This design comes from an exercise in tuning for small area, a short achievable clock period and few clock cycles per item on the open sky130 flow, not from production work.
Function was checked by simulation only, so behaviour that the tests miss may differ from the original.
No activity file was given, so power comes from the tool's default toggle rates.

==> inputs of build 77 <==
==> flow/design.v <==
`default_nettype none
module fcfs_multi_server_job_scheduler
#(
  parameter int MAX_JOBS    = 64,
  parameter int MAX_SERVERS = 8
) (
  input  wire logic        clk,
  input  wire logic        rst_n,
  input  wire logic        cfg_we,
  input  wire logic [3:0]  cfg_wdata,
  input  wire logic        in_tvalid,
  output logic             in_tready,
  input  wire logic [23:0] in_tdata,
  input  wire logic        in_tuser,
  output logic             out_tvalid,
  input  wire logic        out_tready,
  output logic [31:0]      out_tdata,
  output logic             out_tuser,
  output logic             out_tlast
);
  localparam int N = 64;
  logic [2:0] lm1_r;
  always_ff @(posedge clk) begin
    if (!rst_n) begin
      lm1_r <= 3'd0;
    end else if (cfg_we) begin
      if (cfg_wdata == 4'd0)
        lm1_r <= 3'd0;
      else if (cfg_wdata[3])
        lm1_r <= 3'd7;
      else
        lm1_r <= 3'(cfg_wdata - 4'd1);
    end
  end
  logic clr_r;
  always_ff @(posedge clk) clr_r <= !rst_n;
  logic        q0_v, q1_v;
  logic        q0_op, q1_op;
  logic [20:0] q0_d, q1_d;
  logic        push, pop;
  logic        adv;
  assign in_tready = !q1_v;
  assign push      = in_tvalid && !q1_v;
  always_ff @(posedge clk) begin
    if (!rst_n) begin
      q0_v <= 1'b0;
      q1_v <= 1'b0;
    end else begin
      if (pop) begin
        q0_v <= q1_v || push;
        q1_v <= q1_v && push;
      end else if (push) begin
        q0_v <= 1'b1;
        q1_v <= q0_v;
      end
    end
  end
  always_ff @(posedge clk) begin
    if (pop ? (q1_v || push) : (push && !q0_v)) begin
      q0_op <= (pop && q1_v) ? q1_op : in_tuser;
      q0_d  <= (pop && q1_v) ? q1_d  : in_tdata[20:0];
    end
    if (push && (pop ? q1_v : q0_v)) begin
      q1_op <= in_tuser;
      q1_d  <= in_tdata[20:0];
    end
  end
  logic [6:0]  id_mem   [N];
  logic [13:0] left_mem [N];
  logic [N-1:0] nz_c, one_c;
  always_comb begin
    for (int i = 0; i < N; i++) begin
      nz_c[i]  = (left_mem[i] != 14'd0);
      one_c[i] = (left_mem[i] == 14'd1);
    end
  end
  logic         b_v, c_v;
  logic         b_tick, c_tick;
  logic [N-1:0] b_keep;               
  logic [N-1:0] b_pick, c_pick;
  logic         b_busy, c_busy;
  logic [2:0]   b_s, c_s;
  logic         b_first, c_first;
  logic         b_last, c_last;
  logic [6:0]   b_id, c_id;
  logic         b_store, c_store;    
  logic [5:0]   b_idx, c_idx;        
  logic         b_snz, c_snz;        
  logic         b_sone, c_sone;      
  logic [10:0]  b_pp_lo;             
  logic [9:0]   b_pp_hi;             
  logic [13:0]  c_svc;
  logic [13:0]  c_left;
  logic         c_one, c_two;        
  logic [6:0]   a_cnt;     
  logic [6:0]   busy_r;    
  logic [6:0]   big_r;     
  logic         tdone_r;   
  logic [N-1:0] c_dec, b_dec;
  logic [N-1:0] c_we;
  logic         c_fire;
  logic [13:0]  w_left;
  logic         w_one;
  assign w_left = c_tick ? c_left - 14'd1 : c_svc;
  assign w_one  = c_tick ? c_two : c_sone;
  always_comb begin
    for (int i = 0; i < N; i++) begin
      c_dec[i] = (c_idx == 6'(i));
      b_dec[i] = (b_idx == 6'(i));
      c_we[i]  = (c_v && c_tick && c_pick[i]) || (c_store && c_dec[i]);
    end
  end
  logic [2:0]   s_r;
  logic [N-1:0] nz_mid, nz_eff;
  logic [N-1:0] m_in;
  logic [N-1:0] pre;
  logic         a_fire;
  logic         a_first;
  logic         a_last;
  logic         a_store;
  logic [6:0]   a_w, a_a;
  always_comb begin
    for (int i = 0; i < N; i++) begin
      nz_mid[i] = (nz_c[i] && !(c_v && c_tick && c_pick[i] && c_one)) ||
                  (c_store && c_dec[i] && c_snz);
      nz_eff[i] = (nz_mid[i] && !(b_v && b_tick && b_pick[i] && (c_we[i] ? w_one : one_c[i]))) ||
                  (b_store && b_dec[i] && b_snz);
    end
  end
  assign a_first = (s_r == 3'd0);
  assign a_last  = (s_r == lm1_r);
  assign m_in    = a_first ? nz_eff : (nz_eff & b_keep);
  always_comb begin
    pre[0] = 1'b0;
    for (int i = 1; i < N; i++) begin
      pre[i] = pre[i-1] || m_in[i-1];
    end
  end
  assign a_fire  = q0_v && adv;
  assign pop     = a_fire && (!q0_op || a_last);
  assign a_store = a_fire && !q0_op && !a_cnt[6];
  assign a_w     = q0_d[13:7];
  assign a_a     = q0_d[20:14];
  always_ff @(posedge clk) begin
    if (!rst_n) begin
      s_r   <= 3'd0;
      a_cnt <= 7'd0;
    end else begin
      if (a_fire && q0_op) begin
        s_r <= a_last ? 3'd0 : s_r + 3'd1;
      end
      if (a_store) begin
        a_cnt <= a_cnt + 7'd1;
      end
    end
  end
  always_ff @(posedge clk) begin
    if (!rst_n) begin
      b_v     <= 1'b0;
      c_v     <= 1'b0;
      b_store <= 1'b0;
      c_store <= 1'b0;
    end else if (adv) begin
      b_v     <= a_fire;
      c_v     <= b_v;
      b_store <= a_store;
      c_store <= b_store;
    end
  end
  always_ff @(posedge clk) begin
    if (adv) begin
      b_keep  <= pre;
      b_tick  <= q0_op;
      b_busy  <= pre[N-1] || m_in[N-1];
      b_s     <= s_r;
      b_first <= a_first;
      b_last  <= a_last;
      b_id    <= q0_d[6:0];
      b_idx   <= a_cnt[5:0];
      b_snz   <= (a_w != 7'd0) && (a_a != 7'd0);
      b_sone  <= (a_w == 7'd1) && (a_a == 7'd1);
      b_pp_lo <= 11'(a_w * a_a[3:0]);
      b_pp_hi <= 10'(a_w * a_a[6:4]);
    end
  end
  logic [6:0]  rd_id;
  logic [13:0] rd_left;
  logic        fwd;
  logic [13:0] d_left;
  always_comb begin
    rd_id   = '0;
    rd_left = '0;
    for (int i = 0; i < N; i++) begin
      rd_id   = rd_id   | ({7{b_pick[i]}}  & id_mem[i]);
      rd_left = rd_left | ({14{b_pick[i]}} & left_mem[i]);
    end
  end
  assign fwd    = |(b_pick & c_we);
  assign d_left = fwd ? w_left : rd_left;
  assign b_pick = {b_busy, b_keep[N-1:1]} & ~b_keep;
  always_ff @(posedge clk) begin
    if (adv) begin
      c_pick  <= b_pick;
      c_tick  <= b_tick;
      c_busy  <= b_busy;
      c_s     <= b_s;
      c_first <= b_first;
      c_last  <= b_last;
      c_id    <= b_tick ? (fwd ? c_id : rd_id) : b_id;
      c_left  <= d_left;
      c_one   <= (d_left == 14'd1);
      c_two   <= (d_left == 14'd2);
      c_idx   <= b_idx;
      c_snz   <= b_snz;
      c_sone  <= b_sone;
      c_svc   <= 14'({3'd0, b_pp_lo} + {b_pp_hi, 4'd0});
    end
  end
  assign c_fire = c_v && adv;
  always_ff @(posedge clk) begin
    for (int i = 0; i < N; i++) begin
      if (c_fire && c_store && c_dec[i]) begin
        id_mem[i] <= c_id;
      end
      if (clr_r || (adv && c_we[i])) begin
        left_mem[i] <= clr_r ? 14'd0 : w_left;
      end
    end
  end
  logic tick_done;
  logic ack_done;
  assign tick_done = c_first ? ((big_r == 7'd0) && (busy_r <= {4'd0, lm1_r} + 7'd1)) : tdone_r;
  assign ack_done  = (busy_r == 7'd0) && !(c_store && c_snz);
  always_ff @(posedge clk) begin
    if (!rst_n) begin
      busy_r <= '0;
      big_r  <= '0;
    end else if (c_fire) begin
      if (c_tick) begin
        if (c_one) busy_r <= busy_r - 7'd1;
        if (c_two) big_r  <= big_r - 7'd1;
      end else if (c_store) begin
        if (c_snz)            busy_r <= busy_r + 7'd1;
        if (c_snz && !c_sone) big_r  <= big_r + 7'd1;
      end
    end
  end
  always_ff @(posedge clk) begin
    if (c_fire && c_tick && c_first) begin
      tdone_r <= tick_done;
    end
  end
  logic [28:0] item;
  always_comb begin
    if (c_tick) begin
      item = {1'b1, c_last, tick_done, 1'b0, c_left, c_id, c_busy, c_s};
    end else begin
      item = {1'b0, 1'b1, ack_done, !c_store, c_store ? c_svc : 14'd0, c_id, 1'b0, 3'd0};
    end
  end
  logic        out_v, sk_v;
  logic [28:0] out_d, sk_d;
  assign adv = !sk_v;
  always_ff @(posedge clk) begin
    if (!rst_n) begin
      out_v <= 1'b0;
      sk_v  <= 1'b0;
    end else begin
      if (sk_v) begin
        if (out_tready) sk_v <= 1'b0;
      end else if (c_v) begin
        if (!out_v || out_tready) out_v <= 1'b1;
        else sk_v <= 1'b1;
      end else if (out_tready) begin
        out_v <= 1'b0;
      end
    end
  end
  always_ff @(posedge clk) begin
    if (sk_v ? out_tready : (c_v && (!out_v || out_tready))) begin
      out_d <= sk_v ? sk_d : item;
    end
    if (!sk_v && c_v && out_v && !out_tready) begin
      sk_d <= item;
    end
  end
  assign out_tvalid = out_v;
  assign out_tuser  = out_d[28];
  assign out_tlast  = out_d[27];
  assign out_tdata  = {5'd0, out_d[26:0]};
endmodule
`default_nettype wire
==> flow/run.sh <==
#!/bin/bash
# synth_recipe.tcl (not shown) runs the flow's synth.tcl, then flattens the netlist and writes it again
# the make line also repeats each setting of config.mk as NAME=value (left out here)
make -C /OpenROAD-flow-scripts/flow DESIGN_CONFIG=/design/flow/config.mk WORK_HOME=/design/flow/orfs CLKGATE_MAP_FILE= SYNTH_SCRIPT=/design/flow/synth_recipe.tcl finish
==> flow/config.mk <==
export PLATFORM = sky130hd
export DESIGN_NAME = fcfs_multi_server_job_scheduler
export DESIGN_NICKNAME = fcfs_multi_server_job_scheduler
export VERILOG_FILES = /design/flow/design.v
export SDC_FILE = /design/flow/constraint.sdc
export NUM_CORES = 4
export LEC_CHECK = 0
export CAP_MARGIN = 20
export CORE_MARGIN = 2
export CORE_UTILIZATION = 40
export SETUP_SLACK_MARGIN = 3.0
export SLEW_MARGIN = 20
==> flow/constraint.sdc <==
create_clock -name core_clock -period 6.5 [get_ports {clk}]
set_input_delay 1.3000 -clock core_clock [delete_from_list [all_inputs] [get_ports {clk}]]
set_output_delay 1.3000 -clock core_clock [all_outputs]
set_load 0.01 [all_outputs]
==> inputs of build 5, as changes to build 77 <==
==> flow/design.v, changed modules only <==
module fcfs_multi_server_job_scheduler
#(
  parameter int MAX_JOBS    = 64,
  parameter int MAX_SERVERS = 8
) (
  input  wire logic        clk,
  input  wire logic        rst_n,
  input  wire logic        cfg_we,
  input  wire logic [3:0]  cfg_wdata,
  input  wire logic        in_tvalid,
  output logic             in_tready,
  input  wire logic [23:0] in_tdata,
  input  wire logic        in_tuser,
  output logic             out_tvalid,
  input  wire logic        out_tready,
  output logic [31:0]      out_tdata,
  output logic             out_tuser,
  output logic             out_tlast
);
  localparam int N = 64;
  logic [2:0] lm1_r, lm1_n;
  always_comb begin
    lm1_n = lm1_r;
    if (!rst_n) begin
      lm1_n = 3'd0;
    end else if (cfg_we) begin
      if (cfg_wdata == 4'd0)
        lm1_n = 3'd0;
      else if (cfg_wdata[3])
        lm1_n = 3'd7;
      else
        lm1_n = 3'(cfg_wdata - 4'd1);
    end
  end
  always_ff @(posedge clk) lm1_r <= lm1_n;
  logic clr_r;
  always_ff @(posedge clk) clr_r <= !rst_n;
  logic        q0_v, q0_v_n;
  logic        q0_op, q0_op_n;
  logic [20:0] q0_d;
  logic        push, pop;
  logic        adv;
  logic        a_last;
  logic        hold1, hold1_n;
  logic [2:0]  s_r, s_n;
  logic        q0_fin_r;
  assign in_tready = !q0_v || (adv && q0_fin_r);
  assign push      = in_tvalid && in_tready;
  assign q0_v_n    = rst_n && ((push || pop) ? push : q0_v);
  assign q0_op_n   = push ? in_tuser : q0_op;
  always_ff @(posedge clk) begin
    q0_v     <= q0_v_n;
    q0_op    <= q0_op_n;
    q0_fin_r <= !hold1_n && (!q0_op_n || (s_n == lm1_n));
  end
  always_ff @(posedge clk) begin
    if (push) begin
      q0_d  <= in_tdata[20:0];
    end
  end
  logic [6:0]  id_mem   [N];
  logic [13:0] left_mem [N];
  logic [N-1:0] nz_c, one_c;
  logic         b_v, c_v;
  logic         b_tick, c_tick;
  logic [N-1:0] b_keep;               
  logic [N-1:0] b_pick;
  logic         c_wen;               
  logic [7:0]   c_whi, c_wlo;        
  logic [7:0]   b_whi, b_wlo;
  logic         b_busy, c_busy;
  logic [2:0]   b_s, c_s;
  logic         b_first, c_first;
  logic         b_last, c_last;
  logic [6:0]   b_id, c_id;
  logic         b_store, c_store;    
  logic [7:0]   b_ihi, b_ilo;        
  logic         b_snz, c_snz;        
  logic         b_sone, c_sone;      
  logic [8:0]   b_pp0;               
  logic [8:0]   b_pp1;               
  logic [9:0]   b_pp2;               
  logic [13:0]  c_svc;
  logic [13:0]  c_left;
  logic         c_one, c_two;        
  assign c_two = (c_left == 14'd2);
  logic [6:0]   a_cnt;     
  logic [6:0]   busy_r;    
  logic [6:0]   big_r;     
  logic         tdone_r;   
  logic [N-1:0] b_dec;
  logic [N-1:0] c_we;
  logic         c_fire;
  logic [13:0]  w_left;
  logic         w_one;
  logic         w_nz;
  assign w_left = c_tick ? c_left - 14'd1 : c_svc;
  assign w_one  = c_tick ? c_two : c_sone;
  assign w_nz   = c_tick ? !c_one : c_snz;
  always_comb begin
    for (int i = 0; i < N; i++) begin
      b_dec[i] = b_ihi[i/8] && b_ilo[i%8];
      c_we[i]  = c_wen && c_whi[i/8] && c_wlo[i%8];
    end
  end
  logic [N-1:0] nz_mid, nz_eff;
  logic [N-1:0] m_in;
  logic [N-1:0] pre;
  logic         a_fire;
  logic         a_first;
  logic         a_store;
  logic [6:0]   a_w, a_a;
  always_comb begin
    for (int i = 0; i < N; i++) begin
      nz_mid[i] = c_we[i] ? w_nz : nz_c[i];
      nz_eff[i] = (nz_mid[i] && !(b_v && b_tick && b_pick[i] && one_c[i])) ||
                  (b_store && b_dec[i] && b_snz);
    end
  end
  assign a_first = (s_r == 3'd0);
  assign a_last  = (s_r == lm1_r);
  assign m_in    = a_first ? nz_eff : (nz_eff & b_keep);
  logic [N-1:0] ks [7];
  always_comb begin
    ks[0] = {m_in[N-2:0], 1'b0};
    for (int l = 0; l < 6; l++) begin
      for (int i = 0; i < N; i++) begin
        ks[l+1][i] = (i >= (1 << l)) ? (ks[l][i] || ks[l][i - (1 << l)]) : ks[l][i];
      end
    end
    pre = ks[6];
  end
  assign a_fire  = q0_v && adv && !hold1;
  assign pop     = a_fire && (!q0_op || a_last);
  assign a_store = a_fire && !q0_op && !a_cnt[6];
  assign a_w     = q0_d[13:7];
  assign a_a     = q0_d[20:14];
  assign s_n     = !rst_n ? 3'd0 : (a_fire && q0_op) ? (a_last ? 3'd0 : s_r + 3'd1) : s_r;
  assign hold1_n = rst_n && (adv ? (a_fire && q0_op && (lm1_r == 3'd0)) : hold1);
  always_ff @(posedge clk) begin
    s_r   <= s_n;
    hold1 <= hold1_n;
  end
  always_ff @(posedge clk) begin
    if (!rst_n) begin
      a_cnt <= 7'd0;
    end else begin
      if (a_store) begin
        a_cnt <= a_cnt + 7'd1;
      end
    end
  end
  always_ff @(posedge clk) begin
    if (!rst_n) begin
      b_v     <= 1'b0;
      c_v     <= 1'b0;
      b_store <= 1'b0;
      c_store <= 1'b0;
      c_wen   <= 1'b0;
    end else if (adv) begin
      b_v     <= a_fire;
      c_v     <= b_v;
      b_store <= a_store;
      c_store <= b_store;
      c_wen   <= b_v && (b_tick ? b_busy : b_store);
    end
  end
  always_ff @(posedge clk) begin
    if (adv) begin
      b_keep  <= pre;
      b_tick  <= q0_op;
      b_busy  <= pre[N-1] || m_in[N-1];
      b_s     <= s_r;
      b_first <= a_first;
      b_last  <= a_last;
      b_id    <= q0_d[6:0];
      for (int g = 0; g < 8; g++) begin
        b_ihi[g] <= (a_cnt[5:3] == 3'(g));
        b_ilo[g] <= (a_cnt[2:0] == 3'(g));
      end
      b_snz   <= (a_w != 7'd0) && (a_a != 7'd0);
      b_sone  <= (a_w == 7'd1) && (a_a == 7'd1);
      b_pp0   <= 9'(a_w * a_a[1:0]);
      b_pp1   <= 9'(a_w * a_a[3:2]);
      b_pp2   <= 10'(a_w * a_a[6:4]);
    end
  end
  logic [6:0]  rd_id;
  logic [13:0] rd_left;
  logic        fwd;
  logic [13:0] d_left;
  logic        rd_one;
  always_comb begin
    rd_id   = '0;
    rd_left = '0;
    rd_one  = 1'b0;
    for (int i = 0; i < N; i++) begin
      rd_one  = rd_one  | (b_pick[i] && one_c[i]);
      rd_id   = rd_id   | ({7{b_pick[i]}}  & id_mem[i]);
      rd_left = rd_left | ({14{b_pick[i]}} & left_mem[i]);
    end
  end
  assign fwd    = |(b_pick & c_we);
  assign d_left = fwd ? w_left : rd_left;
  assign b_pick = {b_busy, b_keep[N-1:1]} & ~b_keep;
  always_comb begin
    b_whi = '0;
    b_wlo = '0;
    for (int i = 0; i < N; i++) begin
      b_whi[i/8] = b_whi[i/8] | b_pick[i];
      b_wlo[i%8] = b_wlo[i%8] | b_pick[i];
    end
  end
  always_ff @(posedge clk) begin
    if (adv) begin
      c_whi   <= b_tick ? b_whi : b_ihi;
      c_wlo   <= b_tick ? b_wlo : b_ilo;
      c_tick  <= b_tick;
      c_busy  <= b_busy;
      c_s     <= b_s;
      c_first <= b_first;
      c_last  <= b_last;
      c_id    <= b_tick ? (fwd ? c_id : rd_id) : b_id;
      c_left  <= d_left;
      c_one   <= fwd ? w_one : rd_one;
      c_snz   <= b_snz;
      c_sone  <= b_sone;
      c_svc   <= 14'({5'd0, b_pp0} + {3'd0, b_pp1, 2'd0} + {b_pp2, 4'd0});
    end
  end
  assign c_fire = c_v && adv;
  always_ff @(posedge clk) begin
    for (int i = 0; i < N; i++) begin
      if (adv && c_we[i] && !c_tick) begin
        id_mem[i] <= c_id;
      end
      if (clr_r || (adv && c_we[i])) begin
        left_mem[i] <= clr_r ? 14'd0 : w_left;
        nz_c[i]     <= !clr_r && w_nz;
        one_c[i]    <= !clr_r && w_one;
      end
    end
  end
  logic tick_done;
  logic ack_done;
  assign tick_done = c_first ? ((big_r == 7'd0) && (busy_r <= {4'd0, lm1_r} + 7'd1)) : tdone_r;
  assign ack_done  = (busy_r == 7'd0) && !(c_store && c_snz);
  always_ff @(posedge clk) begin
    if (!rst_n) begin
      busy_r <= '0;
      big_r  <= '0;
    end else if (c_fire) begin
      if (c_tick) begin
        if (c_one) busy_r <= busy_r - 7'd1;
        if (c_two) big_r  <= big_r - 7'd1;
      end else if (c_store) begin
        if (c_snz)            busy_r <= busy_r + 7'd1;
        if (c_snz && !c_sone) big_r  <= big_r + 7'd1;
      end
    end
  end
  always_ff @(posedge clk) begin
    if (c_fire && c_tick && c_first) begin
      tdone_r <= tick_done;
    end
  end
  logic [28:0] item;
  always_comb begin
    if (c_tick) begin
      item = {1'b1, c_last, tick_done, 1'b0, c_left, c_id, c_busy, c_s};
    end else begin
      item = {1'b0, 1'b1, ack_done, !c_store, c_store ? c_svc : 14'd0, c_id, 1'b0, 3'd0};
    end
  end
  logic        out_v;
  logic [28:0] out_d;
  assign adv = !out_v || out_tready;
  always_ff @(posedge clk) begin
    if (!rst_n) begin
      out_v <= 1'b0;
    end else if (adv) begin
      out_v <= c_v;
    end
  end
  always_ff @(posedge clk) begin
    if (adv && c_v) begin
      out_d <= item;
    end
  end
  assign out_tvalid = out_v;
  assign out_tuser  = out_d[28];
  assign out_tlast  = out_d[27];
  assign out_tdata  = {5'd0, out_d[26:0]};
endmodule
Settings changed: CORE_UTILIZATION 40 to 35.
==> flow_metrics.py <==
metrics = {
    "synth": {
        "syn-cell-area_sq_mm": 0.0724,
    },
    "pwr": {
        "p_sw_share_pct": 28.5,
        "p_clk_uw": 10700,
    },
    "final_layout": {
        "drive_above_1_share_pct": 22.6,
        "multi_input_area_share_pct": 25.1,
    },
    "outcome": {
        "status": "finished clean",
    },
    "setup_path": {
        "cp_num_buf_inv": 3,
    },
    "timing": {
        "period_needed_ns": 3.77,
        "max_freq_mhz": 265,
    },
    "die": {
        "die_area_sq_mm": 0.185,
    },
    "clock_tree": {
        "cts_buffers": 184,
    },
    "route": {
        "route.met3.wl_um": 61800,
    },
}
# the run above: build 77

==> flow_metrics.py <==
metrics = {
    "pwr": {
        "p_sw_share_pct": 25.2,
        "p_clk_uw": 10000,
    },
    "synth": {
        "synth_edf_count": 1707,
    },
    "route": {
        "route.met3.wl_um": 43500,
    },
    "final_layout": {
        "drive_above_1_share_pct": 16.1,
        "final.fill_count": 17700,
    },
    "die": {
        "die_area_sq_mm": 0.202,
    },
    "outcome": {
        "status": "finished clean",
    },
    "hold_path": {
        "hold_path_startpoint": "b_pp0[0]$_DFFE_PN_",
    },
    "setup_path": {
        "cp_num_buf_inv": 2,
    },
}
# the run above: build 5

Testbench counts of build 77, summed over its fixed seeds: cycles 16,945, items 4,000.
Testbench counts of build 5, summed over its fixed seeds: cycles 16,945, items 4,000.

[what the ideal ports hide]
No port has a modelled driver above. Below, the same layouts with a new extraction and two added sets of constraints. Step 1: set_driving_cell puts a clkbuf_16 on clk and a buf_2 on each other input, an assumption about the parent block. Step 2 moves the port delays by t, midway between the first and last clock arrival at a register: inputs arrive t later, outputs are due t later. That takes back most of the time a late clock gives input paths. Three values: ideal ports, drivers, drivers and shift; two values: the first two.
run | shift t [ns] | slack for setup (ns) | worst setup path at the end | slew at the worst register clock pin (ns) | worst data-port slew with drivers (ns)
build 77 | 0.954 | 2.731 / 2.731 / 2.731 | register to register | 0.07 / 0.07 | 0.12
build 5 | 0.879 | 2.915 / 2.915 / 2.422 | input to register | 0.07 / 0.07 | 0.04
After both steps setup and hold are still met in every run listed. The setup slack of build 5, which loses most, moves by 0.000 ns with the drivers and by -0.493 ns with both steps.
